This design comes from an exercise in tuning for small area, a short achievable clock period and few clock cycles per item on the open sky130 flow, not from production work.
RTL that was checked went through simulation tests only; none was proved equivalent to the original.
For run 7, only the layout was checked, not whether the RTL still works.
No run shown here takes its clock network from TritonCTS; it comes from the design's own scripts or RTL.
The clock input has no modelled driver; a real chip could not lean on it and would need a root buffer or a full tree.
Power and IR drop assume default switching activity.

File: config.mk
export PLATFORM = sky130hd
export DESIGN_NAME = sha256_padder
export DESIGN_NICKNAME = sha256_padder
export VERILOG_FILES = /design/flow/design.v
export SDC_FILE = /design/flow/constraint.sdc
export NUM_CORES = 4
export LEC_CHECK = 0
export CAP_MARGIN = 20
export CORE_MARGIN = 2
export CORE_UTILIZATION = 50
export GPL_ROUTABILITY_DRIVEN = 0
export SETUP_SLACK_MARGIN = 2.6
export SLEW_MARGIN = 20
export SYNTH_HIERARCHICAL = 1
export SYNTH_MINIMUM_KEEP_SIZE = 0
export TNS_END_PERCENT = 10
File: constraint.sdc
create_clock -name core_clock -period 4.5 [get_ports {Clk}]
set_input_delay 0.9000 -clock core_clock [delete_from_list [all_inputs] [get_ports {Clk}]]
set_output_delay 0.9000 -clock core_clock [all_outputs]
set_load 0.01 [all_outputs]
File: design.v
module sha256_padder #(
    parameter int LEN_W = 19
) (
    input  logic         Clk,
    input  logic         Reset,
    input  logic [7:0]   InData,
    input  logic         InValid,
    input  logic         InLast,
    output logic         InReady,
    output logic [511:0] Chunk,
    output logic         ChunkValid,
    output logic         ChunkLast,
    input  logic         ChunkReady
);
    localparam int WR     = 0;   
    localparam int TOX    = 1;   
    localparam int CMT    = 2;   
    localparam int PAD    = 3;   
    localparam int P2W    = 4;   
    localparam int PADFIT = 5;   
    function automatic logic [5:0] ctl(input logic iv, input logic cv, input logic pend2,
                                 input logic xv, input logic xl, input logic il,
                                 input logic [7:1] ht, input logic [7:1] lt);
        logic c0, c1, fits, r_free, cmt, wr, pad;
        c0         = ~ht[1] & ~lt[1];
        c1         = ~ht[1] & lt[1] & ~lt[2];
        fits       = ~c0 & ~ht[7];                 
        r_free     = ~cv & ~pend2;
        cmt        = xv & xl & r_free;
        wr         = iv & ~c1 & r_free;
        pad        = (wr & il) | cmt;
        ctl[WR]     = wr;
        ctl[TOX]    = iv & ~pend2 & c1 & (~xv | cmt);
        ctl[CMT]    = cmt;
        ctl[PAD]    = pad;
        ctl[P2W]    = pend2 & ~cv;
        ctl[PADFIT] = pad & fits;
    endfunction
    logic [511:0] r_q;           
    logic         cv_q, cv_d;    
    logic         cvo_q;         
    logic         cl_q, cl_d;    
    logic         iv_q, iv_d;    
    logic [7:0]   id_q, id_d;
    logic         il_q, il_d;
    logic         rdy_q, rdy_d;  
    logic         xv_q, xv_d;    
    logic [7:0]   xd_q;
    logic         xl_q, xl_d;
    logic         pend2_q, pend2_d;    
    logic         p2_80_q, p2_80_d;    
    logic [9:0]   hi_q, hi_d;
    logic [7:1]   ht_q, ht_d, lt_q, lt_d;
    logic [5:0]   ctl_q;         
    logic [8:0]   htc, ltc;      
    logic [2:0]   ch, cl;        
    logic         c0, c2;        
    logic         new_chunk, take, cnt_rst;
    logic [5:0]   ctl_d;
    logic [63:0]  lenbits;       
    logic [7:0]   ch1, cl1, ch_lt, cl_le;
    logic [63:0]  sel, above, nxt;    
    logic [63:0]  k, w, s;
    logic [511:0] r_d;
    assign InReady    = rdy_q;
    assign Chunk      = r_q;
    assign ChunkValid = cvo_q;
    assign ChunkLast  = cl_q;
    assign htc     = {1'b0, ht_q, 1'b1};
    assign ltc     = {1'b0, lt_q, 1'b1};
    assign ch      = {ht_q[4], (ht_q[2] & ~ht_q[4]) | ht_q[6],
                      (ht_q[1] & ~ht_q[2]) | (ht_q[3] & ~ht_q[4]) | (ht_q[5] & ~ht_q[6]) | ht_q[7]};
    assign cl      = {lt_q[4], (lt_q[2] & ~lt_q[4]) | lt_q[6],
                      (lt_q[1] & ~lt_q[2]) | (lt_q[3] & ~lt_q[4]) | (lt_q[5] & ~lt_q[6]) | lt_q[7]};
    assign c0      = ~ht_q[1] & ~lt_q[1];
    assign c2      = ~ht_q[1] & lt_q[2] & ~lt_q[3];
    assign lenbits = {45'b0, hi_q, ch, cl, 3'b000};
    always_comb begin
        for (int j = 0; j < 8; j++) begin
            ch1[j]   = htc[j] & ~htc[j + 1];
            cl1[j]   = ltc[j] & ~ltc[j + 1];
            ch_lt[j] = ~htc[j];
            cl_le[j] = ~ltc[j + 1];
        end
        for (int i = 0; i < 64; i++) begin
            sel[i]   = (i % 8 == 7) ? (ch1[(i / 8 + 1) % 8] & cl1[0]) : (ch1[i / 8] & cl1[i % 8 + 1]);
            nxt[i]   = (i > 0) ? (ch1[i / 8] & cl1[i % 8]) : 1'b0;
            above[i] = ~c0 & (ch_lt[i / 8] | (ch1[i / 8] & cl_le[i % 8]));
        end
    end
    always_comb begin
        w    = {64{ctl_q[WR]}} & sel;
        w[0] = (ctl_q[WR] & c2) | ctl_q[CMT];
        k    = ~(w | ({64{ctl_q[PAD]}} & above) | {64{ctl_q[P2W]}});
        s    = ({64{ctl_q[PAD]}} & nxt) | {63'b0, ctl_q[P2W] & p2_80_q};   
    end
    for (genvar i = 0; i < 56; i++) begin : g_lane
        for (genvar b = 0; b < 7; b++) begin : g_bit
            sha256_padder_cell u_cell (
                .q(r_q[511 - 8*i - 7 + b]), .k(k[i]), .w(w[i]),
                .d((i == 0) ? xd_q[b] : id_q[b]),
                .y(r_d[511 - 8*i - 7 + b])
            );
        end
        sha256_padder_cell7 u_cell7 (
            .q(r_q[511 - 8*i]), .k(k[i]), .w(w[i]), .d((i == 0) ? xd_q[7] : id_q[7]),
            .s(s[i]), .y(r_d[511 - 8*i])
        );
    end
    always_comb begin
        for (int i = 56; i < 64; i++) begin
            for (int b = 0; b < 8; b++) begin
                r_d[511 - 8*i - 7 + b] =
                    (r_q[511 - 8*i - 7 + b] & k[i]) |
                    (w[i] & id_q[b]) |
                    ((b == 7) ? s[i] : 1'b0) |
                    ((ctl_q[PADFIT] | ctl_q[P2W]) & lenbits[8*(63-i) + b]);
            end
        end
    end
    always_comb begin
        iv_d    = rdy_q ? InValid : iv_q;
        id_d    = rdy_q ? InData : id_q;
        il_d    = rdy_q ? InLast : il_q;
        xv_d    = ctl_q[TOX] | (xv_q & ~ctl_q[WR] & ~ctl_q[CMT]);
        xl_d    = ctl_q[TOX] ? il_q : xl_q;
        new_chunk = (ctl_q[WR] & (il_q | c0)) | ctl_q[CMT] | ctl_q[P2W];
        cv_d    = new_chunk | (cv_q & ~ChunkReady);
        cl_d    = new_chunk ? (ctl_q[P2W] | ctl_q[PADFIT]) : cl_q;
        pend2_d = ~ctl_q[P2W] & (pend2_q | (ctl_q[PAD] & ~ctl_q[PADFIT]));
        p2_80_d = (ctl_q[PAD] & ~ctl_q[PADFIT]) ? c0 : p2_80_q;
        take    = (ctl_q[TOX] | ctl_q[WR]) & ~il_q;
        cnt_rst = ctl_q[PADFIT] | ctl_q[P2W];
        hi_d    = hi_q;
        ht_d    = ht_q;
        lt_d    = lt_q;
        if (cnt_rst) begin
            hi_d = '0;
            ht_d = '0;
            lt_d = take ? 7'd3 : 7'd1;
        end else if (take) begin
            lt_d = lt_q[7] ? 7'd0 : {lt_q[6:1], 1'b1};
            if (lt_q[7]) begin
                ht_d = ht_q[7] ? 7'd0 : {ht_q[6:1], 1'b1};
                if (ht_q[7]) hi_d = hi_q + 10'd1;
            end
        end
        ctl_d = ctl(iv_d, cv_d, pend2_d, xv_d, xl_d, il_d, ht_d, lt_d);
        rdy_d = ~iv_d | ctl_d[TOX] | ctl_d[WR];
    end
    always_ff @(posedge Clk) begin
        r_q  <= r_d;
        id_q <= id_d;
        il_q <= il_d;
        if (ctl_q[TOX]) xd_q <= id_q;
        xl_q <= xl_d;
    end
    always_ff @(posedge Clk or negedge Reset) begin
        if (!Reset) begin
            cv_q    <= 1'b0;
            cvo_q   <= 1'b0;
            cl_q    <= 1'b0;
            iv_q    <= 1'b0;
            rdy_q   <= 1'b0;     
            xv_q    <= 1'b0;
            pend2_q <= 1'b0;
            p2_80_q <= 1'b0;
            hi_q    <= '0;
            ht_q    <= '0;
            lt_q    <= 7'd1;
            ctl_q   <= '0;
        end else begin
            cv_q    <= cv_d;
            cvo_q   <= new_chunk | (cvo_q & ~ChunkReady);
            cl_q    <= cl_d;
            iv_q    <= iv_d;
            rdy_q   <= rdy_d;
            xv_q    <= xv_d;
            pend2_q <= pend2_d;
            p2_80_q <= p2_80_d;
            hi_q    <= hi_d;
            ht_q    <= ht_d;
            lt_q    <= lt_d;
            ctl_q   <= ctl_d;
        end
    end
endmodule
module sha256_padder_cell (
    input  logic q,
    input  logic k,
    input  logic w,
    input  logic d,
    output logic y
);
    assign y = (q & k) | (w & d);
endmodule
module sha256_padder_cell7 (
    input  logic q,
    input  logic k,
    input  logic w,
    input  logic d,
    input  logic s,
    output logic y
);
    assign y = (q & k) | (w & d) | s;
endmodule
File: flow/run.sh
#!/bin/bash
# Standard ORFS layout with these changes: the port buffers use a small buffer cell, and the
# clock tree is a two-level tree built by flow/cts_pre.tcl (ORFS's PRE_CTS_TCL hook) in place
# of TritonCTS. Each ORFS step's full log is in orfs/logs/...; make's output is in flow.log.
set -euo pipefail
export BUFFER_PORTS_ARGS="-buffer_cell sky130_fd_sc_hd__buf_1"
export PRE_CTS_TCL="$PWD/flow/cts_pre.tcl"
bash standard.sh > flow.log 2>&1
File: flow/cts_pre.tcl
# Two-level clock tree, built in place of TritonCTS: the flip-flops are clustered by location
# (k-means), each cluster gets a leaf buffer at its centre; the leaf buffers are grouped the
# same way, and each group gets a root buffer at its centre, driven by the clock port.
proc my_two_level_cts {} {
  set block [ord::get_db_block]
  set db [ord::get_db]
  set leaf_master [$db findMaster $::my_cts_leaf]
  set root_master [$db findMaster sky130_fd_sc_hd__clkbuf_16]
  set clk_port [$block findBTerm $::my_cts_port]
  set clk_net [$clk_port getNet]
  set sinks {}
  set xs {}
  set ys {}
  foreach it [$clk_net getITerms] {
    set inst [$it getInst]
    set box [$inst getBBox]
    lappend sinks $it
    lappend xs [expr {([$box xMin] + [$box xMax]) / 2.0}]
    lappend ys [expr {([$box yMin] + [$box yMax]) / 2.0}]
  }
  set n [llength $sinks]
  set k [expr {int(ceil(double($n) / $::my_cts_size))}]
  # initial centres: sinks sorted by x then split into k groups, each group's mean
  set order [lsort -real -indices $xs]
  set cx {}
  set cy {}
  for {set c 0} {$c < $k} {incr c} {
    set lo [expr {$c * $n / $k}]
    set hi [expr {($c + 1) * $n / $k}]
    set sx 0.0; set sy 0.0
    for {set i $lo} {$i < $hi} {incr i} {
      set j [lindex $order $i]
      set sx [expr {$sx + [lindex $xs $j]}]
      set sy [expr {$sy + [lindex $ys $j]}]
    }
    lappend cx [expr {$sx / ($hi - $lo)}]
    lappend cy [expr {$sy / ($hi - $lo)}]
  }
  # k-means with a soft size limit: a sink goes to the nearest centre with room
  set cap [expr {int(ceil($n * 1.25 / $k))}]
  for {set iter 0} {$iter < 30} {incr iter} {
    set cnt [lrepeat $k 0]
    set assign {}
    for {set i 0} {$i < $n} {incr i} {
      set x [lindex $xs $i]; set y [lindex $ys $i]
      set ds {}
      for {set c 0} {$c < $k} {incr c} {
        lappend ds [expr {abs($x - [lindex $cx $c]) + abs($y - [lindex $cy $c])}]
      }
      set best -1
      foreach c [lsort -real -indices $ds] {
        if {[lindex $cnt $c] < $cap} { set best $c; break }
      }
      lset cnt $best [expr {[lindex $cnt $best] + 1}]
      lappend assign $best
    }
    set sx [lrepeat $k 0.0]; set sy [lrepeat $k 0.0]
    for {set i 0} {$i < $n} {incr i} {
      set c [lindex $assign $i]
      lset sx $c [expr {[lindex $sx $c] + [lindex $xs $i]}]
      lset sy $c [expr {[lindex $sy $c] + [lindex $ys $i]}]
    }
    for {set c 0} {$c < $k} {incr c} {
      if {[lindex $cnt $c] > 0} {
        lset cx $c [expr {[lindex $sx $c] / [lindex $cnt $c]}]
        lset cy $c [expr {[lindex $sy $c] / [lindex $cnt $c]}]
      }
    }
  }
  puts "my_cts: $n sinks in $k clusters of [lsort -integer $cnt]"
  # leaves grouped into r groups by k-means on their centres; one root buffer per group
  set r $::my_cts_roots
  set rorder [lsort -real -indices $cx]
  set rx {}; set ry {}
  for {set g 0} {$g < $r} {incr g} {
    set j [lindex $rorder [expr {int(($g + 0.5) * $k / $r)}]]
    lappend rx [lindex $cx $j]; lappend ry [lindex $cy $j]
  }
  for {set iter 0} {$iter < 30} {incr iter} {
    set rassign {}
    set gx [lrepeat $r 0.0]; set gy [lrepeat $r 0.0]; set gn [lrepeat $r 0]
    for {set c 0} {$c < $k} {incr c} {
      set ds {}
      for {set g 0} {$g < $r} {incr g} {
        lappend ds [expr {abs([lindex $cx $c] - [lindex $rx $g]) + abs([lindex $cy $c] - [lindex $ry $g])}]
      }
      set g [lindex [lsort -real -indices $ds] 0]
      lappend rassign $g
      lset gx $g [expr {[lindex $gx $g] + [lindex $cx $c]}]
      lset gy $g [expr {[lindex $gy $g] + [lindex $cy $c]}]
      lset gn $g [expr {[lindex $gn $g] + 1}]
    }
    for {set g 0} {$g < $r} {incr g} {
      if {[lindex $gn $g] > 0} {
        lset rx $g [expr {[lindex $gx $g] / [lindex $gn $g]}]
        lset ry $g [expr {[lindex $gy $g] / [lindex $gn $g]}]
      }
    }
  }
  puts "my_cts: leaves per root [lsort -integer $gn]"
  set root_nets {}
  set roots {}
  for {set g 0} {$g < $r} {incr g} {
    set root [odb::dbInst_create $block $root_master clkbuf_root_${g}_Clk]
    $root setLocation [expr {int([lindex $rx $g])}] [expr {int([lindex $ry $g])}]
    $root setPlacementStatus PLACED
    set root_net [odb::dbNet_create $block clknet_root_${g}_Clk]
    $root_net setSigType CLOCK
    [$root findITerm X] connect $root_net
    lappend root_nets $root_net
    lappend roots $root
  }
  set leaves {}
  for {set c 0} {$c < $k} {incr c} {
    set leaf [odb::dbInst_create $block $leaf_master clkbuf_leaf_${c}_Clk]
    $leaf setLocation [expr {int([lindex $cx $c])}] [expr {int([lindex $cy $c])}]
    $leaf setPlacementStatus PLACED
    set net [odb::dbNet_create $block clknet_leaf_${c}_Clk]
    $net setSigType CLOCK
    [$leaf findITerm X] connect $net
    [$leaf findITerm A] connect [lindex $root_nets [lindex $rassign $c]]
    lappend leaves $net
  }
  for {set i 0} {$i < $n} {incr i} {
    set it [lindex $sinks $i]
    $it disconnect
    $it connect [lindex $leaves [lindex $assign $i]]
  }
  foreach root $roots { [$root findITerm A] connect $clk_net }
  $clk_net setSigType CLOCK
}

# ORFS's cts.tcl sources this before its clock_tree_synthesis call: build the tree here and
# make that call do nothing. The rest of cts.tcl (legalisation, timing repair) then runs as usual.
set ::my_cts_leaf  sky130_fd_sc_hd__clkbuf_16
set ::my_cts_port  Clk
set ::my_cts_size  20
set ::my_cts_roots 4
my_two_level_cts
set_propagated_clock [all_clocks]
rename clock_tree_synthesis {}
proc clock_tree_synthesis {args} {
  puts "clock_tree_synthesis skipped: the clock tree was built by cts_pre.tcl"
}
File: standard.sh
#!/bin/bash
# synth_recipe.tcl (not shown) runs the flow's synth.tcl, then flattens the netlist and writes it again
# the make line also repeats each setting of config.mk as NAME=value (left out here)
make -C /OpenROAD-flow-scripts/flow DESIGN_CONFIG=/design/flow/config.mk WORK_HOME=/design/flow/orfs CLKGATE_MAP_FILE= SYNTH_SCRIPT=/design/flow/synth_recipe.tcl "${@:-finish}"
==> run notes, run 1 <==
io pins 528; initial antenna violation count 0; Max-slew headroom 34.2%; placed cell area 21600 sq um; Post-Syn Instances 1633; cells along the critical path buf_4 -> o21ai_4 -> a21oi_1 -> nor3_4 -> a22o_1; setup TNS 0 ns; Crit path largest cell delay 0.54 ns; synthesized cell area 19200 sq um; gr usage total 32.9%; FF+latch area 11800 sq um; max-slew violations 0; largest net degree at the start of global routing 65; Die H 200 um; register area share after synthesis 61.0%; hold_ws 0.444 ns; # diodes 0; fin util 61.6%; Detail Placement HPWL 48.2 mm; FF+latch count, synth 568; Setup Viol. Count Final 0; largest fanout on the critical path 13; Power Dens Cells 481 nW/um^2; synth unique cells 62; EDFF count, synth 16; Pleak 8.77 nW; status no timing/DRC/antenna violations; Required @ worst endpoint 4.79 ns; full die area 40000 sq um; Post-CTS Hold Fix Bufs 0; Synthesis Warnings 7; Peak VDD IR 484 uV; Design Area, Final 23200 sq um; first-pass GRT wire length 99.9 mm; critical path launch point type flop; WS Path Type flop to flop; Max Clock Skew 0.0639 ns; minimum clock period 1.99 ns; Routed WL 69.9 mm; Layout area overhead 21.0%; vias per inst 6.10; fin nets 2185; DIE WIDTH 200 um; PortBufs 527; Initial DRC Count 1359; Clock Latency Late Sink 0.39 ns; remaining antenna violation count after routing 0; Setup crit end kind flop; fmax 0.502 GHz; Core ar. 37800 sq um; Worst Tran Pin Value 0.987 ns; via count 16400; final worst path period share 44.3%; vias in the first global route 15100; crit path DAT 2.28 ns; Final Hold Fails 0; Hold Path Class flop to flop; Core Rows 71; ys flop type dfxtp_1; layout cells sized above 1 11.0%; # fillers 3289; Max-cap violations 0; total iterations of the first detailed-routing run 5; Net Count, Synth 1647; slowest stage cell, crit path dfstp_4; Post-synth ARST share 6.69%; drc violations 0; area of the multi-input gates 7600 sq um; RSZ-0062 raised after global routing yes; Initial Util 50.9%; clock slew at reported path FFs 0.08 ns; remaining global-route overflow 0; Syn Area/Cell 11.8 sq um; DR WL/cell 26.1 um
==> cells by family after synthesis <==
logic type	Yosys count	share of synthesized area [%]
flops	568	61.0
xor+xnor	2	0.0912
fa+ha+maj	1	0.0651
buf+inv	83	2.28
compound gates	672	28.8
mux	7	0.397
simple gates	300	7.33
==> critical path, delay by kind of cell (launching register included) <==
| kind | cells | cell delay (ns) |
|---|---|---|
| compound gates | 3 | 0.83 |
| buf+inv | 1 | 0.18 |
| flops | 1 | 0.54 |
| simple gates | 1 | 0.41 |
==> Yosys stat by module, one instance, submodules excluded <==
module               copies in the design  cell area (sq um)  cells
sha256_padder_cell7                    56               10.0      1
sha256_padder                           1              15200   1185
sha256_padder_cell                    392               8.76      1
==> layout make-up <==
class,count,share of cell area (%)
Sequential cell,568,50.6
Buffer,33,3.55
Multi-Input combinational cell,984,32.7
Timing Repair Buffer,573,10.2
Inverter,11,0.199
Tap cell,511,2.75
==> through the flow <==
step / total power (W) / std cells / setup slack [ns]
after detailed placement: 0.00803 / 2619 / 1.54
after global routing: 0.0116 / 2680 / 2.47
final: 0.0112 / 2680 / 2.51
after floorplan: 0.00704 / 1633 / 2.56
after CTS: 0.0110 / 2664 / 2.50
after global placement: 0.00801 / 2619 / 1.66
==> final timing paths <==
path,from,endpoint,slack (ns),depth (start not counted)
hold / removal,r_q[16],r_q[16],0.44,2
hold reg to reg,r_q[16],r_q[16],0.44,2
min in group asynchronous,Reset,lt_q[5],0.68,1
setup / recovery,lt_q[1],r_q[47],2.51,5
max in group asynchronous,Reset,ctl_q[3],3.13,1
setup reg to reg,lt_q[1],r_q[47],2.51,5
==> Yosys cell counts, types with 7 or more instances <==
master	count	area (sq um)
nor2b_1	7	43.8
buf_2	13	65.1
a221o_1	60	601
nand3_1	13	65.1
o21a_1	36	270
nor3_1	9	45.0
edfxtp_1	16	480
a21oi_1	84	420
nand2b_1	7	43.8
a32oi_1	7	61.3
buf_1	7	26.3
o21ai_0	19	95.1
dfxtp_1	514	10300
clkbuf_1	34	128
inv_1	10	37.5
nand2_1	77	289
a22o_1	439	3840
buf_6	12	135
dfrtp_1	37	926
nor2_1	136	510
==> timing repair <==
| action | 4_1_cts | 5_1_grt |
|---|---|---|
| cloned | 2 | 0 |
| setup endpoints to repair | 547 | 477 |
| resized for setup | 136 | 52 |
| pin swaps | 5 | 7 |
| buffers inserted | 10 | 16 |
==> flip-flops by register name (all words and copies together), names as in the netlist, 6 cells and up <==
register,count
r_q,512
hi_q,10
id_q,8
xd_q,8
ht_q,7
lt_q,7
ctl_q,6
==> layer usage <==
layer / part of all wire (%) / global-route usage [%] / vias to the layer above
li1: - / - / 7355
met5: 0 / 0 / -
met4: 3.4 / 9.38 / 0
met1: 41 / 44.4 / 8128
met3: 8.8 / 5.80 / 116
met2: 47 / 54.6 / 758
==> power breakdown <==
part | switching [W] | total [W] | internal [W]
clock network | 0.00153 | 0.00284 | 0.00131
logic | 0.00204 | 0.00282 | 0.000783
registers | 0.000253 | 0.00551 | 0.00526
==> cells in the final DEF (no fill, tap or decap), drive strengths merged, types with 4 or more instances in the layout <==
| cell type | count |
|---|---|
| nand4 | 4 |
| buf | 573 |
| or3 | 6 |
| dfrtp | 37 |
| dfxtp | 514 |
| and2 | 11 |
| clkbuf | 33 |
| nor2b | 7 |
| nor2 | 139 |
| o21ai | 23 |
| a22oi | 5 |
| nor3 | 14 |
| nand2 | 77 |
| o21a | 36 |
| a22o | 439 |
| a221o | 60 |
| inv | 9 |
| nand3 | 13 |
| nand2b | 7 |
| a32oi | 7 |
| and3 | 6 |
| mux2 | 5 |
| a21oi | 84 |
| and3b | 6 |
| edfxtp | 16 |
Testbench counts, summed over its fixed seeds: cycles 53,377, bytes 53,274.
==> inputs of run 2 (changes only) <==
--- a/config.mk
+++ b/config.mk
@@ -6,8 +6,8 @@
 export NUM_CORES = 4
 export LEC_CHECK = 0
+export ABC_CLOCK_PERIOD_IN_PS = 2000
 export CAP_MARGIN = 20
 export CORE_MARGIN = 2
 export CORE_UTILIZATION = 50
-export GPL_ROUTABILITY_DRIVEN = 0
 export SETUP_SLACK_MARGIN = 2.6
 export SLEW_MARGIN = 20
==> run 2 against run 1 <==
Against the previous run:
- sequential share of layout area unchanged
- die area unchanged
- core utilization unchanged
- hold slack unchanged
- routed wire length unchanged
- first-iteration DRC count unchanged
- clock skew unchanged
- worst setup slack unchanged
- via count unchanged
- synthesized area unchanged
- sequential power about the same
- synthesized cell count unchanged
- critical endpoint unchanged
- largest power group unchanged
==> run notes, run 2 <==
status no timing/DRC/antenna violations; FF+latch count, synth 568 (unchanged); Post-Place Setup Slack 1.54 ns (unchanged); Power Dens Cells 481 nW/um^2 (unchanged); Detail Placement HPWL 48.2 mm (unchanged); Die H 200 um (unchanged); Core Rows 71 (unchanged); drc violations 0 (unchanged); # fillers 3289 (unchanged); # diodes 0 (unchanged); max-slew violations 0 (unchanged); Setup Viol. Count Final 0 (unchanged); Max-cap violations 0 (unchanged); DR WL/cell 26.1 um (unchanged); crit path DAT 2.28 ns (about the same); Setup WS post-layout 2.51 ns (unchanged); first-pass GRT wire length 99.9 mm (unchanged); Commonest cells post-synth 514 x dfxtp_1, 439 x a22o_1, 136 x nor2_1, 84 x a21oi_1, 77 x nand2_1; Initial Util 50.9% (unchanged); Top reg by flops r_q; io pins 528 (unchanged); DIE WIDTH 200 um (unchanged); top cells by area, synth dfxtp_1 54%, a22o_1 20%, dfrtp_1 4.8%; hold_ws 0.444 ns (unchanged); Required @ worst endpoint 4.79 ns (about the same); Design Area, Final 23200 sq um (unchanged); fmax 0.502 GHz (unchanged); fin util 61.6% (unchanged); vias in the first global route 15100 (unchanged); Setup crit end kind flop; largest net degree at the start of global routing 65 (unchanged); largest fanout on the critical path 13 (unchanged); placed cell area 21600 sq um (unchanged); setup TNS 0 ns (unchanged); remaining global-route overflow 0 (unchanged); Pleak 8.77 nW (unchanged); Core ar. 37800 sq um (unchanged); Final Hold Fails 0 (unchanged); Routed WL 69.9 mm (unchanged); register area share after synthesis 61.0% (unchanged); Post-synth ARST share 6.69% (unchanged); vias per inst 6.10 (unchanged); Hold Path Class flop to flop; RSZ-0062 raised after global routing yes; cell depth of the worst flop-to-flop path 5 (unchanged); Worst Tran Pin Value 0.987 ns (unchanged); Layout area overhead 21.0% (unchanged); Net Count, Synth 1647 (unchanged); area leader, netlist dfxtp_1; WHS Path Cells 2 (unchanged); fin nets 2185 (unchanged); synthesized cell area 19200 sq um (unchanged); minimum clock period 1.99 ns (unchanged); Peak VDD IR 484 uV (unchanged); layout cells sized above 1 11.0% (unchanged); commonest non-fill, non-tap cell in the layout buf_1; WS Path Type flop to flop; Post-CTS Hold Fix Bufs 0 (unchanged); final worst path period share 44.3% (unchanged); PortBufs 527 (unchanged); top-count cell post-synth dfxtp_1; ys flop type dfxtp_1; clock slew at reported path FFs 0.08 ns (about the same); Max-slew headroom 34.2% (unchanged); initial antenna violation count 0 (unchanged); critical path launch point type flop; via count 16400 (unchanged); full die area 40000 sq um (unchanged); max FFs per register 512 (unchanged); GPL Wtd Cong 0.868; Post-Syn Instances 1633 (unchanged); Synthesis Warnings 7 (unchanged); largest registers r_q (512), hi_q (10); Max Clock Skew 0.0639 ns (unchanged); gr usage total 32.9% (unchanged); Clock Latency Late Sink 0.39 ns (about the same); most frequent cells in the layout 526 x buf_1, 514 x dfxtp_1, 439 x a22o_1; Syn Area/Cell 11.8 sq um (unchanged); EDFF count, synth 16 (unchanged); total iterations of the first detailed-routing run 5 (unchanged); remaining antenna violation count after routing 0 (unchanged); synth unique cells 62 (unchanged); Initial DRC Count 1359 (unchanged); post-synth top area share 53.6% (unchanged)
## run 2: worst max-delay path, cell delays in order (launching register included)
cell	delay, ns
dfstp_4	0.54
buf_4	0.18
o21ai_4	0.45
a21oi_1	0.17
nor3_4	0.41
a22o_1	0.21
## run 2: cells by family after synthesis
kind of cell / Yosys count / synth area share, %
xor+xnor: 2 / 0.0912
fa+ha+maj: 1 / 0.0651
simple gates: 300 / 7.33
flops: 568 / 61.0
compound gates: 672 / 28.8
mux: 7 / 0.397
buf+inv: 83 / 2.28
## run 2: area by class of cell
type	instances	area, sq um	share of cell area (%)
flip-flops and latches	568	11800	50.6
multi-input cells	984	7600	32.7
repair buffers	573	2370	10.2
plain buffers	33	826	3.55
well taps	511	639	2.75
inverters	11	46.3	0.199
## run 2: power breakdown
part / switching, W / total, W / internal [W]
combinational: 0.00204 / 0.00282 / 0.000783
sequential: 0.000253 / 0.00551 / 0.00526
clock: 0.00153 / 0.00284 / 0.00131
## run 2: layer usage
| layer | share of wire, % | GRT usage (%) |
|---|---|---|
| met1 | 41 | 44.4 |
| met2 | 47 | 54.6 |
| met3 | 8.8 | 5.80 |
| met4 | 3.4 | 9.38 |
| met5 | 0 | 0 |
## run 2: worst paths after layout
path,from,endpoint,slack (ns)
max in group asynchronous,Reset,ctl_q[3],3.13
worst max-delay path,lt_q[1],r_q[47],2.51
worst min register to register,r_q[16],r_q[16],0.44
min in group asynchronous,Reset,lt_q[5],0.68
worst min-delay path,r_q[16],r_q[16],0.44
worst max register to register,lt_q[1],r_q[47],2.51
## run 2: what timing repair did
item                                    4_1_cts  5_1_grt
pin swaps                                     5        7
gates cloned                                  2        0
gates resized for setup                     136       52
endpoints found under the setup margin      547      477
setup buffers                                10       16
hold endpoints to repair                      0        0
## run 2: per-stage QoR
step                      cells  power, W
after global routing       2680    0.0116
after floorplan            1633   0.00704
final                      2680    0.0112
after global placement     2619   0.00801
after detailed placement   2619   0.00803
after CTS                  2664    0.0110
## run 2: per-module statistics from Yosys, one instance, submodules excluded
module | times used | flops+latches | cell area, sq um | cells inside
sha256_padder | 1 | 568 | 15200 | 1185
sha256_padder_cell7 | 56 | 0 | 10.0 | 1
sha256_padder_cell | 392 | 0 | 8.76 | 1
==> inputs of run 3 (changes only) <==
--- a/config.mk
+++ b/config.mk
@@ -6,5 +6,5 @@
 export NUM_CORES = 4
 export LEC_CHECK = 0
-export ABC_CLOCK_PERIOD_IN_PS = 2000
+export ABC_CLOCK_PERIOD_IN_PS = 1200
 export CAP_MARGIN = 20
 export CORE_MARGIN = 2
==> run 3 against run 2 <==
Against the previous run:
- fmax did not move
- core utilization did not move
- synthesized area did not move
- largest cell class unchanged
- still clean on timing, DRC and antenna
- synthesized cell count did not move
- clock power barely moved
- sequential share of layout area did not move
- hold slack did not move
- global-route usage did not move
- clock skew did not move
- sequential power barely moved
==> run notes, run 3 <==
status no timing/DRC/antenna violations; vias in the first global route 15100 (unchanged); clock slew at reported path FFs 0.08 ns (about the same); synth unique cells 62 (unchanged); DR WL met2 32.8 mm (unchanged); Pleak 8.77 nW (unchanged); total iterations of the first detailed-routing run 5 (unchanged); Synthesis Warnings 7 (unchanged); Detail Placement HPWL 48.2 mm (unchanged); drc violations 0 (unchanged); Required @ worst endpoint 4.79 ns (about the same); Post-synth ARST share 6.69% (unchanged); largest registers r_q (512), hi_q (10); Worst Tran Pin Value 0.987 ns (unchanged); Top Layer Used met4; # diodes 0 (unchanged); Max-slew headroom 34.2% (unchanged); Syn Area/Cell 11.8 sq um (unchanged); WHS Path Cells 2 (unchanged); area leader, netlist dfxtp_1; Max Clock Skew 0.0639 ns (unchanged); remaining global-route overflow 0 (unchanged); minimum clock period 1.99 ns (unchanged); Final Hold Fails 0 (unchanged); setup TNS 0 ns (unchanged); RR Endpoint r_q[47]; crit path DAT 2.28 ns (about the same); post-synth top area share 53.6% (unchanged); DIE WIDTH 200 um (unchanged); critical path launch point type flop; top-count cell post-synth dfxtp_1; Layout area overhead 21.0% (unchanged); commonest non-fill, non-tap cell in the layout buf_1; Max-cap violations 0 (unchanged); Top reg by flops r_q; fmax 0.502 GHz (unchanged); gr usage total 32.9% (unchanged); RSZ-0062 raised after global routing yes; register area share after synthesis 61.0% (unchanged); top cells by area, synth dfxtp_1 54%, a22o_1 20%, dfrtp_1 4.8%; WS Path Type flop to flop; io pins 528 (unchanged); Setup crit end kind flop; min-delay src r_q[16]; fin nets 2185 (unchanged); Post-Syn Instances 1633 (unchanged); Post-CTS Hold Fix Bufs 0 (unchanged); FF+latch count, synth 568 (unchanged); DR WL/cell 26.1 um (unchanged); Min-Delay Endpoint r_q[16]; Initial DRC Count 1359 (unchanged); Setup Viol. Count Final 0 (unchanged); vias per inst 6.10 (unchanged); WL met1 28.6 mm (unchanged); GPL Wtd Cong 0.868 (unchanged); met3 routed WL 6.14 mm (unchanged); ys flop type dfxtp_1; Die H 200 um (unchanged); largest fanout on the critical path 13 (unchanged); via count 16400 (unchanged); cell depth of the worst flop-to-flop path 5 (unchanged); first-pass GRT wire length 99.9 mm (unchanged); Clock Latency Late Sink 0.39 ns (about the same); synthesized cell area 19200 sq um (unchanged); Power Dens Cells 481 nW/um^2 (unchanged); Core Rows 71 (unchanged); most frequent cells in the layout 526 x buf_1, 514 x dfxtp_1, 439 x a22o_1; Core ar. 37800 sq um (unchanged); EDFF count, synth 16 (unchanged); Peak VDD IR 484 uV (unchanged); Routed WL 69.9 mm (unchanged); initial antenna violation count 0 (unchanged); largest net degree at the start of global routing 65 (unchanged); final worst path period share 44.3% (unchanged); flop2flop setup slack 2.51 ns (about the same); Reg-to-Reg Start lt_q[1]; full die area 40000 sq um (unchanged); max-slew violations 0 (unchanged); Initial Util 50.9% (unchanged); Commonest cells post-synth 514 x dfxtp_1, 439 x a22o_1, 136 x nor2_1, 84 x a21oi_1, 77 x nand2_1; PortBufs 527 (unchanged); fin util 61.6% (unchanged); Net Count, Synth 1647 (unchanged); remaining antenna violation count after routing 0 (unchanged); layout cells sized above 1 11.0% (unchanged); max FFs per register 512 (unchanged); Hold Path Class flop to flop
==> run 3: what timing repair did <==
item / 4_1_cts / 5_1_grt
pin swaps: 5 / 7
buffers inserted: 10 / 16
gates resized for setup: 136 / 52
setup endpoints to repair: 547 / 477
gates cloned: 2 / 0
==> run 3: area by class of cell <==
type,instances,area [sq um]
buffer,33,826
fill,3289,14500
inverter,11,46.3
multi-input combinational,984,7600
sequential,568,11800
tap,511,639
timing repair buffer,573,2370
==> run 3: stage by stage <==
stage / hold WS, ns / total power, W / instance area [sq um] / cells / setup WS, ns
global placement: 0.427 / 0.00801 / 21600 / 2619 / 1.66
detailed placement: 0.430 / 0.00803 / 21600 / 2619 / 1.54
global route: 0.452 / 0.0116 / 23200 / 2680 / 2.47
finish: 0.444 / 0.0112 / 23200 / 2680 / 2.51
floorplan: 0.432 / 0.00704 / 19200 / 1633 / 2.56
CTS: 0.446 / 0.0110 / 22900 / 2664 / 2.50
==> run 3: layer usage <==
| metal | vias up | GRT usage [%] |
|---|---|---|
| li1 | 7355 | - |
| met1 | 8128 | 44.4 |
| met2 | 758 | 54.6 |
| met3 | 116 | 5.80 |
| met4 | 0 | 9.38 |
| met5 | - | 0 |
==> run 3: worst max-delay path: stages, from the launching register on <==
cell	delay [ns]
dfstp_4	0.54
buf_4	0.18
o21ai_4	0.45
a21oi_1	0.17
nor3_4	0.41
a22o_1	0.21
==> run 3: power breakdown <==
| group | total [W] | internal, W | switching (W) |
|---|---|---|---|
| sequential | 0.00551 | 0.00526 | 0.000253 |
| clock | 0.00284 | 0.00131 | 0.00153 |
| combinational | 0.00282 | 0.000783 | 0.00204 |
==> run 3: kinds of logic after synthesis <==
| family | count (synthesis) | share of synthesized area, % |
|---|---|---|
| AND/OR/NAND/NOR | 300 | 7.33 |
| AO/OA/AOI/OAI | 672 | 28.8 |
| XOR/XNOR | 2 | 0.0912 |
| adder cells (fa/ha/maj) | 1 | 0.0651 |
| buffers and inverters | 83 | 2.28 |
| flip-flops | 568 | 61.0 |
| multiplexers | 7 | 0.397 |
==> run 3: worst max path at each step <==
stage | from | to | slack (ns) | depth (start not counted)
5_1_grt | lt_q[7] | r_q[143] | 2.47 | 4
6_report | lt_q[1] | r_q[47] | 2.51 | 5
4_1_cts | lt_q[7] | r_q[151] | 2.50 | 4
3_3_place_gp | ht_q[1] | r_q[255] | 1.66 | 5
2_1_floorplan | lt_q[1] | r_q[391] | 2.56 | 5
3_5_place_dp | ht_q[1] | r_q[391] | 1.54 | 5
==> run 3: per-module statistics from Yosys (local to each module, per instance) <==
| module | copies in the design | area [sq um] | cells |
|---|---|---|---|
| sha256_padder_cell7 | 56 | 10.0 | 1 |
| sha256_padder_cell | 392 | 8.76 | 1 |
| sha256_padder | 1 | 15200 | 1185 |
==> inputs of run 4 (changes only) <==
--- a/flow/cts_pre.tcl
+++ b/flow/cts_pre.tcl
@@ -135,5 +135,5 @@
 set ::my_cts_leaf  sky130_fd_sc_hd__clkbuf_16
 set ::my_cts_port  Clk
-set ::my_cts_size  20
+set ::my_cts_size  16
 set ::my_cts_roots 4
 my_two_level_cts
--- a/config.mk
+++ b/config.mk
@@ -6,5 +6,4 @@
 export NUM_CORES = 4
 export LEC_CHECK = 0
-export ABC_CLOCK_PERIOD_IN_PS = 1200
 export CAP_MARGIN = 20
 export CORE_MARGIN = 2
==> run 4 against run 3 <==
Against the previous run:
- highest routed layer unchanged
- synthesized cell count stayed put
- via count hardly changed
- register-to-register slack better by 0.02 ns
- clock power is 11% higher
- critical endpoint is now r_q[207]
- still clean
- first-iteration DRC count is 15% lower
- die area stayed put
- routed wire length is 0.44% higher
- clock skew is 0.017 ns lower
- power is 3.7% higher
- critical path depth is 1 lower
- sequential power hardly changed
==> run notes, run 4 <==
Crit path largest cell delay 0.63 ns (+0.09 ns); synth unique cells 62 (unchanged); top cells by area, synth dfxtp_1 54%, a22o_1 20%, dfrtp_1 4.8%; Max Clock Skew 0.0467 ns (-0.0172 ns); # fillers 3249 (-1.2%); io pins 528 (unchanged); via count 16400 (-0.0061%); gr usage total 33.1% (+0.12 points); area of the multi-input gates 7670 sq um (+0.86%); Clk pwr share 27.3% (+1.9 points); DIE WIDTH 200 um (unchanged); largest fanout on the critical path 20 (+7); drc violations 0 (unchanged); commonest non-fill, non-tap cell in the layout buf_1; Post-Synth Simple-Gate Area 7.33% (unchanged); clock slew at reported path FFs 0.07 ns (about the same); switching power 0.00390 W (+2.1%); Pint 0.00769 W (+4.6%); Post-Syn Instances 1633 (unchanged); adder-cell share of the synthesized area 0.0651% (unchanged); Gate power share 25.2% (about the same); full die area 40000 sq um (unchanged); fin nets 2193 (+0.37%); Pleak 8.88 nW (+1.2%); fmax 0.507 GHz (+1.1%); largest net degree at the start of global routing 65 (unchanged); Peak VDD IR 486 uV (+0.41%); xor-xnor portion of the synthesized cell area 0.0912% (unchanged); Hold Path Class flop to flop; Post-Place Setup Slack 1.54 ns (unchanged); minimum clock period 1.97 ns (-0.0212 ns); post-synth top area share 53.6% (unchanged); Setup crit end kind flop; Commonest cells post-synth 514 x dfxtp_1, 439 x a22o_1, 136 x nor2_1, 84 x a21oi_1, 77 x nand2_1; Reg-to-Reg Start ctl_q[0]; Core Rows 71 (unchanged); Core ar. 37800 sq um (unchanged); min-delay src r_q[16]; area leader, netlist dfxtp_1; top-count cell post-synth dfxtp_1; Initial DRC Count 1158 (-15%); remaining global-route overflow 0 (unchanged); slowest stage cell, crit path dfrtp_4; Post-synth ARST share 6.69% (unchanged); Critical Path Source ctl_q[0]; Setup WS post-layout 2.53 ns (+0.0212 ns); critical path launch point type flop; Net Count, Synth 1647 (unchanged); remaining antenna violation count after routing 0 (unchanged); initial antenna violation count 0 (unchanged); max FFs per register 512 (unchanged); switch share 33.7% (-0.53 points); Max-slew headroom 34.6% (+0.46 points); synthesized cell area 19200 sq um (unchanged); Clock Latency Late Sink 0.39 ns (about the same); compound-cell area share of the yosys netlist 28.8% (unchanged); vias in the first global route 15200 (+0.70%); final worst path period share 43.8% (-0.47 points); Setup Viol. Count Final 0 (unchanged); status no timing/DRC/antenna violations; Synthesis Warnings 7 (unchanged); WS Path Type flop to flop; max-slew violations 0 (unchanged); # diodes 0 (unchanged); total iterations of the first detailed-routing run 6 (+1); layout cells sized above 1 11.9% (+0.88 points); ys flop type dfxtp_1; Detail Placement HPWL 48.2 mm (unchanged); FF+latch area 11800 sq um (unchanged); post-synthesis mux area share 0.397% (unchanged); Top reg by flops r_q; Sequential Power Share 47.5% (-1.8 points); Power Dens Cells 493 nW/um^2 (+2.5%); Syn Area/Cell 11.8 sq um (unchanged); main combinational cell family by area after synthesis compound AO/OA/AOI/OAI gates; crit path DAT 2.24 ns (-0.04 ns); Worst Tran Pin Value 0.980 ns (-0.00690 ns); Required @ worst endpoint 4.77 ns (-0.02 ns); Buffers & Inverters on Critical Path 0 (-1); Die H 200 um (unchanged); EDFF count, synth 16 (unchanged); GPL Wtd Cong 0.868 (unchanged); largest registers r_q (512), hi_q (10); RSZ-0062 raised after global routing yes; DR WL/cell 26.1 um (+0.14%); first-pass GRT wire length 100 mm (+0.39%); Final Hold Fails 0 (unchanged); Routed WL 70.2 mm (+0.44%); PortBufs 527 (unchanged); FF+latch count, synth 568 (unchanged); Layout area overhead 22.4%; setup TNS 0 ns (unchanged); most frequent cells in the layout 526 x buf_1, 514 x dfxtp_1, 439 x a22o_1; Max-cap violations 0 (unchanged); register area share after synthesis 61.0% (unchanged); cells along the critical path and2_2 -> a21oi_1 -> o21a_2 -> a221o_1; CP top delay family compound AO/OA/AOI/OAI gates; Initial Util 50.9% (unchanged); fin util 62.3% (+0.72 points); vias per inst 6.08 (-0.30%)
run 4: cell types whose count changed in the layout (fill, tap and decap cells not counted), moves of 3 or more:
cell       previous run  this run
clkbuf_16            33        40
o21a_2               21        27
o21a_1               15         3
o21a_4                0         6
nor2_4               15        18
run 4: cells by family after synthesis:
logic type,count (synthesis)
buf+inv,83
xor+xnor,2
mux,7
simple gates,300
fa+ha+maj,1
compound gates,672
flops,568
run 4: timing repair:
item | in CTS | in global routing
setup buffers | 10 | 17
resized for setup | 138 | 68
pin swaps | 6 | 8
setup endpoints to repair | 548 | 462
hold endpoints to repair | 0 | 0
cloned | 2 | 0
hold buffers | 0 | 0
run 4: worst reg2reg max path, cell delays in order, from the launching register on:
cell,delay (ns)
dfrtp_4,0.63
and2_2,0.46
a21oi_1,0.14
o21a_2,0.30
a221o_1,0.35
run 4: layout make-up:
| cell class | instances | area share [%] |
|---|---|---|
| Inverter | 11 | 0.197 |
| Timing Repair Buffer | 574 | 10.2 |
| Multi-Input combinational cell | 984 | 32.6 |
| Buffer | 40 | 4.26 |
| Tap cell | 511 | 2.72 |
| Sequential cell | 568 | 50.0 |
run 4: modules after synthesis, one instance, submodules excluded:
module	cells	times used	flip-flops and latches	cell area, sq um
sha256_padder	1185	1	568	15200
sha256_padder_cell	1	392	0	8.76
sha256_padder_cell7	1	56	0	10.0
run 4: metrics by stage:
stage,cells,hold WS [ns],total power [W],area (sq um)
after global placement,2619,0.427,0.00801,21600
after global routing,2688,0.461,0.0120,23500
after floorplan,1633,0.432,0.00704,19200
after detailed placement,2619,0.430,0.00803,21600
final,2688,0.442,0.0116,23500
after CTS,2671,0.444,0.0113,23100
run 4: path summary, 6_finish.rpt:
check,slack (ns),to,depth (start not counted)
max,2.53,r_q[207],4
min,0.44,r_q[16],2
max reg2reg,2.53,r_q[207],4
min reg2reg,0.44,r_q[16],2
max in group asynchronous,3.13,lt_q[7],1
min in group asynchronous,0.67,pend2_q,1
run 4: per-layer routing:
metal	vias up	track usage, %	wire (um)
met5	-	0	0
li1	7350	-	-
met1	8141	44.1	29000
met4	0	9.41	2350
met2	744	54.9	32800
met3	121	6.35	6010
run 4: power by group through the flow:
stage | clock, W | combinational, W | sequential [W]
global route | 0.00339 | 0.00306 | 0.00554
CTS | 0.00320 | 0.00264 | 0.00550
floorplan | 0 | 0.00135 | 0.00569
finish | 0.00316 | 0.00292 | 0.00551
detailed placement | 0 | 0.00243 | 0.00560
global placement | 0 | 0.00241 | 0.00560
==> inputs of run 5 (changes only) <==
--- a/flow/cts_pre.tcl
+++ b/flow/cts_pre.tcl
@@ -135,5 +135,5 @@
 set ::my_cts_leaf  sky130_fd_sc_hd__clkbuf_16
 set ::my_cts_port  Clk
-set ::my_cts_size  16
+set ::my_cts_size  20
 set ::my_cts_roots 4
 my_two_level_cts
--- a/config.mk
+++ b/config.mk
@@ -8,5 +8,5 @@
 export CAP_MARGIN = 20
 export CORE_MARGIN = 2
-export CORE_UTILIZATION = 50
+export CORE_UTILIZATION = 55
 export SETUP_SLACK_MARGIN = 2.6
 export SLEW_MARGIN = 20
==> run 5 against run 4 <==
Against the previous run:
- clock skew decreased by 0.010 ns
- core utilization increased by 4.4 points
- synthesized cell count unchanged
- routed wire length decreased by 2.4%
==> run notes, run 5 <==
Hold Path Class flop to flop; Max-cap violations 0 (unchanged); setup TNS 0 ns (unchanged); met2 usage 57.2% (+2.3 points); clock slew at reported path FFs 0.08 ns (about the same); # diodes 0 (unchanged); WS Path Type flop to flop; min-delay src r_q[18]; Max-slew headroom 40.0% (+5.4 points); vias per inst 6.32 (+3.9%); met1 Use GR 49.0% (+4.9 points); layout cells sized above 1 9.20% (-2.7 points); EDFF count, synth 16 (unchanged); Power Dens Cells 480 nW/um^2 (-2.6%); Commonest cells post-synth 514 x dfxtp_1, 439 x a22o_1, 136 x nor2_1, 84 x a21oi_1, 77 x nand2_1; Synthesis Warnings 7 (unchanged); Setup crit end kind flop; area leader, netlist dfxtp_1; PortBufs 527 (unchanged); largest net degree at the start of global routing 65 (unchanged); Peak VDD IR 574 uV (+18%); DIE WIDTH 191 um (-4.6%); top cells by area, synth dfxtp_1 54%, a22o_1 20%, dfrtp_1 4.8%; Post-synth ARST share 6.69% (unchanged); fin util 66.7% (+4.4 points); FF+latch count, synth 568 (unchanged); total iterations of the first detailed-routing run 5 (-1); post-synth top area share 53.6% (unchanged); drc violations 0 (unchanged); Post-CTS Hold Fix Bufs 0 (unchanged); vias in the first global route 15100 (-0.24%); status no timing/DRC/antenna violations; remaining antenna violation count after routing 0 (unchanged); Routed WL 68.5 mm (-2.4%); crit path DAT 2.30 ns (+0.06 ns); Syn Area/Cell 11.8 sq um (unchanged); gr usage total 35.7% (+2.6 points); Post-Syn Instances 1633 (unchanged); Detail Placement HPWL 47.1 mm (-2.4%); RSZ-0062 raised after global routing yes; Die H 191 um (-4.6%); Initial Util 55.8% (+4.9 points); ys flop type dfxtp_1; Worst Tran Pin Value 0.900 ns (-0.0809 ns); layer with the highest usage met2; Setup Viol. Count Final 0 (unchanged); Required @ worst endpoint 4.79 ns (+0.02 ns); first-pass GRT wire length 99.9 mm (-0.42%); Clock Latency Late Sink 0.37 ns (-0.02 ns); Initial DRC Count 1527 (+32%); Core Rows 68 (-4.2%); register area share after synthesis 61.0% (unchanged); final worst path period share 44.7% (+0.87 points); GPL Wtd Cong 0.872 (+0.50%); Final Hold Fails 0 (unchanged); hold_ws 0.449 ns (+0.00653 ns); remaining global-route overflow 0 (unchanged); initial antenna violation count 0 (unchanged); synthesized cell area 19200 sq um (unchanged); met3 Resource Use GR 6.94% (+0.59 points); Reg-to-Reg Start lt_q[1]; full die area 36400 sq um (-8.9%); max-slew violations 0 (unchanged); Critical Path Source lt_q[1]; Net Count, Synth 1647 (unchanged); minimum clock period 2.01 ns (+0.0393 ns); Pleak 8.68 nW (-2.2%); fin nets 2168 (-1.1%); synth unique cells 62 (unchanged); largest registers r_q (512), hi_q (10); critical path launch point type flop; largest fanout on the critical path 10 (-50%); commonest non-fill, non-tap cell in the layout buf_1; Top reg by flops r_q; max FFs per register 512 (unchanged); DR WL/cell 26.3 um (+0.66%); Layout area overhead 19.7%; Core ar. 34500 sq um (-8.7%); top-count cell post-synth dfxtp_1; most frequent cells in the layout 526 x buf_1, 514 x dfxtp_1, 439 x a22o_1; fmax 0.497 GHz (-2.0%); io pins 528 (unchanged); via count 16500 (+0.73%); Max Clock Skew 0.0366 ns (-0.0101 ns)
## run 5: cell counts after synthesis
No cell type changed its count.
## run 5: per-stage QoR
step	total power (W)	cells	setup slack (ns)	cell area, sq um
2_1_floorplan	0.00704	1633	2.56	19200
3_3_place_gp	0.00797	2563	1.63	21500
3_5_place_dp	0.00801	2563	1.54	21500
4_1_cts	0.0109	2604	2.43	22800
5_1_grt	0.0114	2607	2.45	23000
6_report	0.0110	2607	2.49	23000
## run 5: final timing paths
kind / end / slack, ns / cells past startpoint
worst max-delay path: r_q[455] / 2.49 / 4
worst min-delay path: r_q[18] / 0.45 / 2
worst max register to register: r_q[455] / 2.49 / 4
worst min register to register: r_q[18] / 0.45 / 2
max in group asynchronous: ctl_q[3] / 3.49 / 2
min in group asynchronous: ctl_q[1] / 0.61 / 2
## run 5: what timing repair did
item,CTS,global route
setup buffers,6,3
endpoints found under the setup margin,533,477
cloned,2,0
pin swaps,2,2
gates resized for setup,116,43
## run 5: metal layers
| metal | share of wire (%) | wire length (um) |
|---|---|---|
| met5 | 0 | 0 |
| met3 | 9.9 | 6750 |
| met4 | 3.5 | 2380 |
| met2 | 46 | 31400 |
| met1 | 41 | 28000 |
## run 5: power breakdown
group	leakage (nW)	internal (W)	switching, W
registers	4.78	0.00525	0.000199
logic	3.49	0.000714	0.00204
clock network	0.407	0.00131	0.00151
## run 5: area by class of cell
cell class                 count  area (sq um)
fill                        2777         11500
sequential                   568         11800
inverter                      11          46.3
timing repair buffer         556          2250
tap                          455           569
multi-input combinational    984          7540
buffer                        33           826
## run 5: critical path, stage by stage, from the launching register on
cell	delay (ns)
dfstp_4	0.73
nand2b_4	0.35
nor2_4	0.12
nor2_1	0.47
a221o_1	0.27
## run 5: cells by family (layout without fill, tap and decap cells)
family          after synthesis  count (layout)  share of synthesized area (%)
mux                           7               7                          0.397
buf+inv                      83             600                           2.28
flops                       568             568                           61.0
simple gates                300             300                           7.33
compound gates              672             674                           28.8
xor+xnor                      2               2                         0.0912
fa+ha+maj                     1               1                         0.0651
## run 5: modules after synthesis, one instance, submodules excluded
module	flops+latches	area [sq um]	copies in the design	cells
sha256_padder_cell7	0	10.0	56	1
sha256_padder_cell	0	8.76	392	1
sha256_padder	568	15200	1	1185
==> inputs of run 6 (changes only) <==
--- a/config.mk
+++ b/config.mk
@@ -8,6 +8,6 @@
 export CAP_MARGIN = 20
 export CORE_MARGIN = 2
-export CORE_UTILIZATION = 55
-export SETUP_SLACK_MARGIN = 2.6
+export CORE_UTILIZATION = 50
+export SETUP_SLACK_MARGIN = 2.68
 export SLEW_MARGIN = 20
 export SYNTH_HIERARCHICAL = 1
==> run 6 against run 5 <==
Against the previous run:
- routed wire length increased by 3.2%
- die area increased by 9.8%
- global-route usage decreased by 2.9 points
- fmax increased by 2.6%
- highest routed layer unchanged
- critical path depth increased by 3
- sequential power about the same
- largest power group unchanged
- sequential cell count unchanged
- clock skew decreased by 0.0046 ns
==> run notes, run 6 <==
layout cells sized above 1 14.6% (+5.4 points); PortBufs 527 (unchanged); most frequent cells in the layout 524 x buf_1, 514 x dfxtp_1, 439 x a22o_1; area of the multi-input gates 7880 sq um (+4.4%); Pleak 9.14 nW (+5.3%); remaining global-route overflow 0 (unchanged); Core Rows 71 (+4.4%); Routed WL 70.7 mm (+3.2%); crit path DAT 2.20 ns (-0.10 ns); via count 16700 (+1.1%); io pins 528 (unchanged); status no timing/DRC/antenna violations; fmax 0.510 GHz (+2.6%); fin util 63.6% (-3.1 points); Setup crit end kind flop; Post-CTS Hold Fix Bufs 0 (unchanged); final worst path period share 43.5% (-1.2 points); Peak VDD IR 489 uV (-15%); area leader, netlist dfxtp_1; Max-cap violations 0 (unchanged); gr usage total 32.7% (-2.9 points); Top reg by flops r_q; # diodes 0 (unchanged); EDFF count, synth 16 (unchanged); Die H 200 um (+4.8%); minimum clock period 1.96 ns (-0.0519 ns); Syn Area/Cell 11.8 sq um (unchanged); FF+latch area 11800 sq um (about the same); RSZ-0062 raised after global routing yes; FF+latch count, synth 568 (unchanged); Reg-to-Reg Start ht_q[1]; setup TNS 0 ns (unchanged); min-delay src r_q[13]; max FFs per register 512 (unchanged); drc violations 0 (unchanged); Core ar. 37800 sq um (+9.6%); post-synth top area share 53.6% (unchanged); top-count cell post-synth dfxtp_1; Hold Path Class flop to flop; Synthesis Warnings 7 (unchanged); Critical Path Source ht_q[1]; Layout area overhead 25.1%; total iterations of the first detailed-routing run 5 (unchanged); vias per inst 6.11 (-3.3%); largest registers r_q (512), hi_q (10); critical path launch point type flop; synth unique cells 62 (unchanged); largest fanout on the critical path 9 (-1); GPL Wtd Cong 0.851 (-2.5%); Required @ worst endpoint 4.74 ns (-0.05 ns); Max Clock Skew 0.0320 ns (-0.00462 ns); Initial DRC Count 1432 (-6.2%); hold_ws 0.443 ns (-0.00558 ns); full die area 40000 sq um (+9.8%); register area share after synthesis 61.0% (unchanged); top cells by area, synth dfxtp_1 54%, a22o_1 20%, dfrtp_1 4.8%; Power Dens Cells 478 nW/um^2 (-0.32%); Net Count, Synth 1647 (unchanged); remaining antenna violation count after routing 0 (unchanged); fin nets 2230 (+2.9%); vias in the first global route 15100 (-0.086%); Final Hold Fails 0 (unchanged); largest net degree at the start of global routing 65 (unchanged); Clock Latency Late Sink 0.37 ns (about the same); Max-slew headroom 23.7% (-16 points); DIE WIDTH 200 um (+4.8%); Commonest cells post-synth 514 x dfxtp_1, 439 x a22o_1, 136 x nor2_1, 84 x a21oi_1, 77 x nand2_1; initial antenna violation count 0 (unchanged); commonest non-fill, non-tap cell in the layout buf_1; Post-synth ARST share 6.69% (unchanged); Setup Viol. Count Final 0 (unchanged); DR WL/cell 25.9 um (-1.3%); WS Path Type flop to flop; Detail Placement HPWL 47.4 mm (+0.73%); # fillers 3167 (+14%); ys flop type dfxtp_1; clock slew at reported path FFs 0.08 ns (about the same); first-pass GRT wire length 99.4 mm (-0.52%); Post-Syn Instances 1633 (unchanged); max-slew violations 0 (unchanged); Worst Tran Pin Value 1.14 ns (+0.245 ns); synthesized cell area 19200 sq um (unchanged); Initial Util 50.9% (-4.9 points)
==> run 6: path summary, 6_finish.rpt <==
kind                       depth (start not counted)        to  slack (ns)
max reg2reg                                        7  r_q[391]        2.54
max in group asynchronous                          1   lt_q[7]        3.14
min                                                2   r_q[13]        0.44
min reg2reg                                        2   r_q[13]        0.44
max                                                7  r_q[391]        2.54
min in group asynchronous                          1   lt_q[3]        0.69
==> run 6: per-layer routing <==
metal,part of all wire (%),vias up,wire length (um),global-route usage [%]
li1,-,7437,-,-
met1,41,8316,29200,43.9
met2,47,784,32900,53.3
met3,8.7,123,6150,6.91
met4,3.3,0,2360,10.0
met5,0,-,0,0
==> run 6: logic make-up (layout without fill, tap and decap cells) <==
logic type | count (synthesis) | in the layout | share of synthesized area (%)
AND/OR/NAND/NOR | 300 | 300 | 7.33
AO/OA/AOI/OAI | 672 | 674 | 28.8
flip-flops | 568 | 568 | 61.0
adder cells (fa/ha/maj) | 1 | 1 | 0.0651
multiplexers | 7 | 7 | 0.397
XOR/XNOR | 2 | 2 | 0.0912
buffers and inverters | 83 | 662 | 2.28
==> run 6: worst max-delay path: stages (launching register included) <==
cell,delay (ns)
dfrtp_4,0.50
buf_2,0.25
inv_4,0.13
nor2_4,0.18
nand2_1,0.12
nor3b_4,0.18
buf_4,0.16
a221o_1,0.30
==> run 6: per-module statistics from Yosys, one instance, submodules excluded <==
| module | cells | times used | flops+latches |
|---|---|---|---|
| sha256_padder | 1185 | 1 | 568 |
| sha256_padder_cell | 1 | 392 | 0 |
| sha256_padder_cell7 | 1 | 56 | 0 |
==> run 6: what timing repair did <==
action                     4_1_cts  5_1_grt
pin swaps                       11       35
resized for setup              155      107
buffers inserted                20       51
gates cloned                     2        1
setup endpoints to repair      644      791
==> run 6: report_power, final <==
part,total [W],internal (W),switching [W]
Combinational,0.00321,0.00101,0.00220
Clock,0.00285,0.00131,0.00154
Sequential,0.00543,0.00525,0.000174
Total,0.0115,0.00758,0.00392
==> run 6: metrics by stage <==
stage	instances	instance area (sq um)	worst slack [ns]	power [W]
2_1_floorplan	1633	19200	2.59	0.00705
3_3_place_gp	2618	21600	1.62	0.00800
3_5_place_dp	2618	21600	1.47	0.00801
4_1_cts	2673	23100	2.53	0.0110
5_1_grt	2725	24000	2.49	0.0119
6_report	2725	24000	2.54	0.0115
==> run 6: area by class of cell <==
| class | count | share of cell area, % |
|---|---|---|
| Buffer | 33 | 3.44 |
| Timing Repair Buffer | 618 | 12.0 |
| Tap cell | 511 | 2.66 |
| Multi-Input combinational cell | 984 | 32.8 |
| Sequential cell | 568 | 49.0 |
| Inverter | 11 | 0.198 |
==> inputs of run 7 (changes only) <==
--- a/design.v
+++ b/design.v
@@ -155,4 +155,6 @@
         if (ctl_q[TOX]) xd_q <= id_q;
         xl_q <= xl_d;
+        cl_q    <= cl_d;
+        p2_80_q <= p2_80_d;
     end
     always_ff @(posedge Clk or negedge Reset) begin
@@ -160,10 +162,8 @@
             cv_q    <= 1'b0;
             cvo_q   <= 1'b0;
-            cl_q    <= 1'b0;
             iv_q    <= 1'b0;
             rdy_q   <= 1'b0;     
             xv_q    <= 1'b0;
             pend2_q <= 1'b0;
-            p2_80_q <= 1'b0;
             hi_q    <= '0;
             ht_q    <= '0;
@@ -173,10 +173,8 @@
             cv_q    <= cv_d;
             cvo_q   <= new_chunk | (cvo_q & ~ChunkReady);
-            cl_q    <= cl_d;
             iv_q    <= iv_d;
             rdy_q   <= rdy_d;
             xv_q    <= xv_d;
             pend2_q <= pend2_d;
-            p2_80_q <= p2_80_d;
             hi_q    <= hi_d;
             ht_q    <= ht_d;
--- a/config.mk
+++ b/config.mk
@@ -9,7 +9,6 @@
 export CORE_MARGIN = 2
 export CORE_UTILIZATION = 50
-export SETUP_SLACK_MARGIN = 2.68
+export SETUP_SLACK_MARGIN = 2.4
 export SLEW_MARGIN = 20
 export SYNTH_HIERARCHICAL = 1
 export SYNTH_MINIMUM_KEEP_SIZE = 0
-export TNS_END_PERCENT = 10
==> run 7 against run 6 <==
Against the previous run:
- synthesized cell count fell by 0.31%
- synthesized area down 1.4%
- register-to-register slack worse by 0.11 ns
- critical path depth decreased by 3
- cell count is 1.8% lower
- design area down 4.5%
- sequential share of layout area is 2.3 points higher
- critical endpoint is now r_q[95]
- first-iteration DRC count is 4.2% lower
- power is 5.3% lower
- hold slack improved by 0.011 ns
==> run notes, run 7 <==
status no timing/DRC/antenna violations; FF+latch count, synth 568 (unchanged); initial antenna violation count 1 (+1); ys flop type dfxtp_1; commonest non-fill, non-tap cell in the layout buf_1; fin util 61.2% (-2.4 points); top cells by area, synth dfxtp_1 54%, a22o_1 20%, dfrtp_1 4.6%; max-slew violations 0 (unchanged); Synthesis Warnings 7 (unchanged); Required @ worst endpoint 4.79 ns (+0.05 ns); io pins 528 (unchanged); via count 16100 (-3.2%); Core ar. 37500 sq um (-0.71%); Post-Syn Instances 1628 (-0.31%); Power Dens Cells 474 nW/um^2 (-0.83%); Net Count, Synth 1642 (-0.30%); RR Endpoint r_q[95]; remaining antenna violation count after routing 0 (unchanged); first-pass GRT wire length 99.5 mm (about the same); Setup Viol. Count Final 0 (unchanged); register area share after synthesis 61.9% (+0.92 points); max FFs per register 512 (unchanged); Top reg by flops r_q; Die H 199 um (-0.69%); synth unique cells 61 (-1.6%); # fillers 3271 (+3.3%); Detail Placement HPWL 47.5 mm (+0.19%); GPL Wtd Cong 0.896 (+5.3%); DIE WIDTH 199 um (-0.69%); final worst path period share 45.9% (+2.4 points); flop2flop setup slack 2.43 ns (-0.11 ns); area leader, netlist dfxtp_1; DR WL/cell 25.5 um (-1.5%); RSZ-0062 raised after global routing yes; clock slew at reported path FFs 0.09 ns (about the same); post-synth top area share 54.3% (+0.76 points); Syn Area/Cell 11.6 sq um (-1.1%); Max Clock Skew 0.0334 ns (+0.00144 ns); full die area 39500 sq um (-1.4%); Reg-to-Reg Start ht_q[7]; minimum clock period 2.07 ns (+0.108 ns); most frequent cells in the layout 526 x buf_1, 514 x dfxtp_1, 434 x a22o_1; gr usage total 32.9% (+0.17 points); critical path launch point type flop; cells along the critical path inv_2 -> nand2_4 -> nor2_1 -> a221o_1; Pleak 8.69 nW (-5.0%); Core Rows 71 (unchanged); cell depth of the worst flop-to-flop path 4 (-3); drc violations 0 (unchanged); total iterations of the first detailed-routing run 6 (+1); vias per inst 6.03 (-1.4%); Worst Tran Pin Value 1.14 ns (-0.00473 ns); Commonest cells post-synth 514 x dfxtp_1, 434 x a22o_1, 199 x nor2_1, 76 x a21oi_1, 59 x a221o_1; setup TNS 0 ns (unchanged); Layout area overhead 21.2%; fmax 0.484 GHz (-5.2%); Clock Latency Late Sink 0.38 ns (about the same); Crit path largest cell delay 0.60 ns (+0.10 ns); PortBufs 527 (unchanged); Post-synth ARST share 6.34% (-0.35 points); vias in the first global route 15100 (+0.28%); synthesized cell area 18900 sq um (-1.4%); Hold Path Class flop to flop; largest net degree at the start of global routing 61 (-6.2%); layout cells sized above 1 10.3% (-4.3 points); top-count cell post-synth dfxtp_1; fin nets 2181 (-2.2%); Setup crit end kind flop; crit path DAT 2.35 ns (+0.15 ns); largest fanout on the critical path 26 (+17); Initial Util 50.5% (-0.36 points); Peak VDD IR 469 uV (-4.1%); Final Hold Fails 0 (unchanged); Critical Path Source ht_q[7]; Routed WL 68.4 mm (-3.2%); largest registers r_q (512), hi_q (10); Initial DRC Count 1372 (-4.2%); remaining global-route overflow 0 (unchanged); CP Capture Point r_q[95]; EDFF count, synth 18 (+2); Max-slew headroom 24.0% (+0.32 points); Max-cap violations 0 (unchanged); WS Path Type flop to flop; slowest stage cell, crit path dfrtp_4
==> run 7: cell count changes in the layout (fill, tap and decap cells not counted), sizes merged, moves of 6 or more <==
cell	delta
xnor2	+6
inv	+8
a21boi	+6
a32oi	-7
nor2	+64
o21a	-36
and3b	-6
buf	-55
and3	+8
a222oi	+8
nand2	-26
a21oi	-7
==> run 7: how the worst min path moves through the flow <==
| stage | from | end | slack [ns] | depth (start not counted) |
|---|---|---|---|---|
| after floorplan | xd_q[0] | r_q[504] | 0.43 | 1 |
| after global placement | r_q[16] | r_q[16] | 0.43 | 2 |
| after detailed placement | r_q[18] | r_q[18] | 0.43 | 2 |
| after CTS | r_q[18] | r_q[18] | 0.44 | 2 |
| after global routing | r_q[18] | r_q[18] | 0.46 | 2 |
| final | r_q[18] | r_q[18] | 0.45 | 2 |
==> run 7: cells by family after synthesis <==
family	count (synthesis)	synth area share (%)
AOI/OAI and AO/OA	633	27.7
xor gates and xnor gates	8	0.370
and+or+nand+nor	336	8.03
buffers and inverters	78	1.71
DFF	568	61.9
muxes	4	0.225
adders and majority gates	1	0.0660
==> run 7: critical path, delay by kind of cell (launching register included) <==
kind                   cells  cell delay (ns)
buffers and inverters      1             0.35
flip-flops                 1             0.60
AND/OR/NAND/NOR            2             0.80
AO/OA/AOI/OAI              1             0.24
==> run 7: layout make-up <==
type / instances / area (sq um) / area share [%]
inverters: 18 / 67.6 / 0.294
diodes: 1 / 2.50 / 0.0109
well taps: 511 / 639 / 2.79
flip-flops and latches: 568 / 11800 / 51.3
multi-input cells: 984 / 7380 / 32.2
plain buffers: 33 / 826 / 3.60
repair buffers: 562 / 2260 / 9.86
==> run 7: where the power goes <==
group / switching (W) / internal, W / total (W)
Clock: 0.00153 / 0.00131 / 0.00284
Sequential: 0.000186 / 0.00524 / 0.00543
Combinational: 0.00199 / 0.000624 / 0.00262
Total: 0.00371 / 0.00718 / 0.0109
==> run 7: timing repair <==
action,4_1_cts,5_1_grt
resized for setup,103,65
pin swaps,2,4
cloned,1,1
hold buffers,0,0
setup endpoints to repair,483,447
buffers inserted,6,11
==> run 7: stage by stage <==
stage | hold slack, ns | instances | setup slack (ns) | cell area [sq um] | power [W]
detailed placement | 0.431 | 2624 | 1.51 | 21500 | 0.00785
global placement | 0.427 | 2624 | 1.58 | 21500 | 0.00784
CTS | 0.443 | 2664 | 2.25 | 22600 | 0.0107
floorplan | 0.432 | 1628 | 2.47 | 18900 | 0.00688
global route | 0.465 | 2676 | 2.39 | 22900 | 0.0113
finish | 0.454 | 2677 | 2.43 | 22900 | 0.0109
==> run 7: Yosys stat by module, one instance, submodules excluded <==
module | flip-flops and latches | cell area (sq um) | cells
sha256_padder | 568 | 14900 | 1180
sha256_padder_cell7 | 0 | 10.0 | 1
sha256_padder_cell | 0 | 8.76 | 1
==> run 7: per-layer routing <==
metal | share of wire, % | wire [um] | track usage (%) | vias up
met2 | 45 | 31100 | 52.3 | 726
li1 | - | - | - | 7292
met5 | 0 | 0 | 0 | -
met3 | 9.4 | 6410 | 7.65 | 153
met4 | 4.0 | 2770 | 11.4 | 0
met1 | 41 | 28100 | 44.2 | 7962

## afterwards: timing with drivers on the ports
No port has a modelled driver above. Below, the same layouts with a new extraction and two added sets of constraints.
Step 1 (the two cells are an assumption about what drives the block):
set clk [get_ports {Clk}]
set_driving_cell -lib_cell sky130_fd_sc_hd__clkbuf_16 $clk
set_driving_cell -lib_cell sky130_fd_sc_hd__buf_2 [delete_from_list [all_inputs] $clk]
Step 2 times the ports against the registers' clock, not the clock port: input delays grow and output delays shrink by t, the midpoint of the rising clock arrivals with the driver on.
Slacks: ideal ports / drivers / drivers and shift; pairs: ideal ports / drivers.
| run | shift t [ns] | slack for setup (ns) | worst setup path after step 2 |
|---|---|---|---|
| run 1 | 0.472 | 2.507 / 2.442 / 2.507 | register to register |
| run 2 | 0.472 | 2.507 / 2.442 / 2.507 | register to register |
| run 3 | 0.472 | 2.507 / 2.442 / 2.507 | register to register |
| run 4 | 0.490 | 2.528 / 2.422 / 2.528 | register to register |
| run 5 | 0.477 | 2.489 / 2.426 / 2.489 | register to register |
| run 6 | 0.480 | 2.541 / 2.433 / 2.541 | register to register |
| run 7 | 0.477 | 2.433 / 2.427 / 2.433 | register to register |
After both steps setup and hold are still met in every run listed.
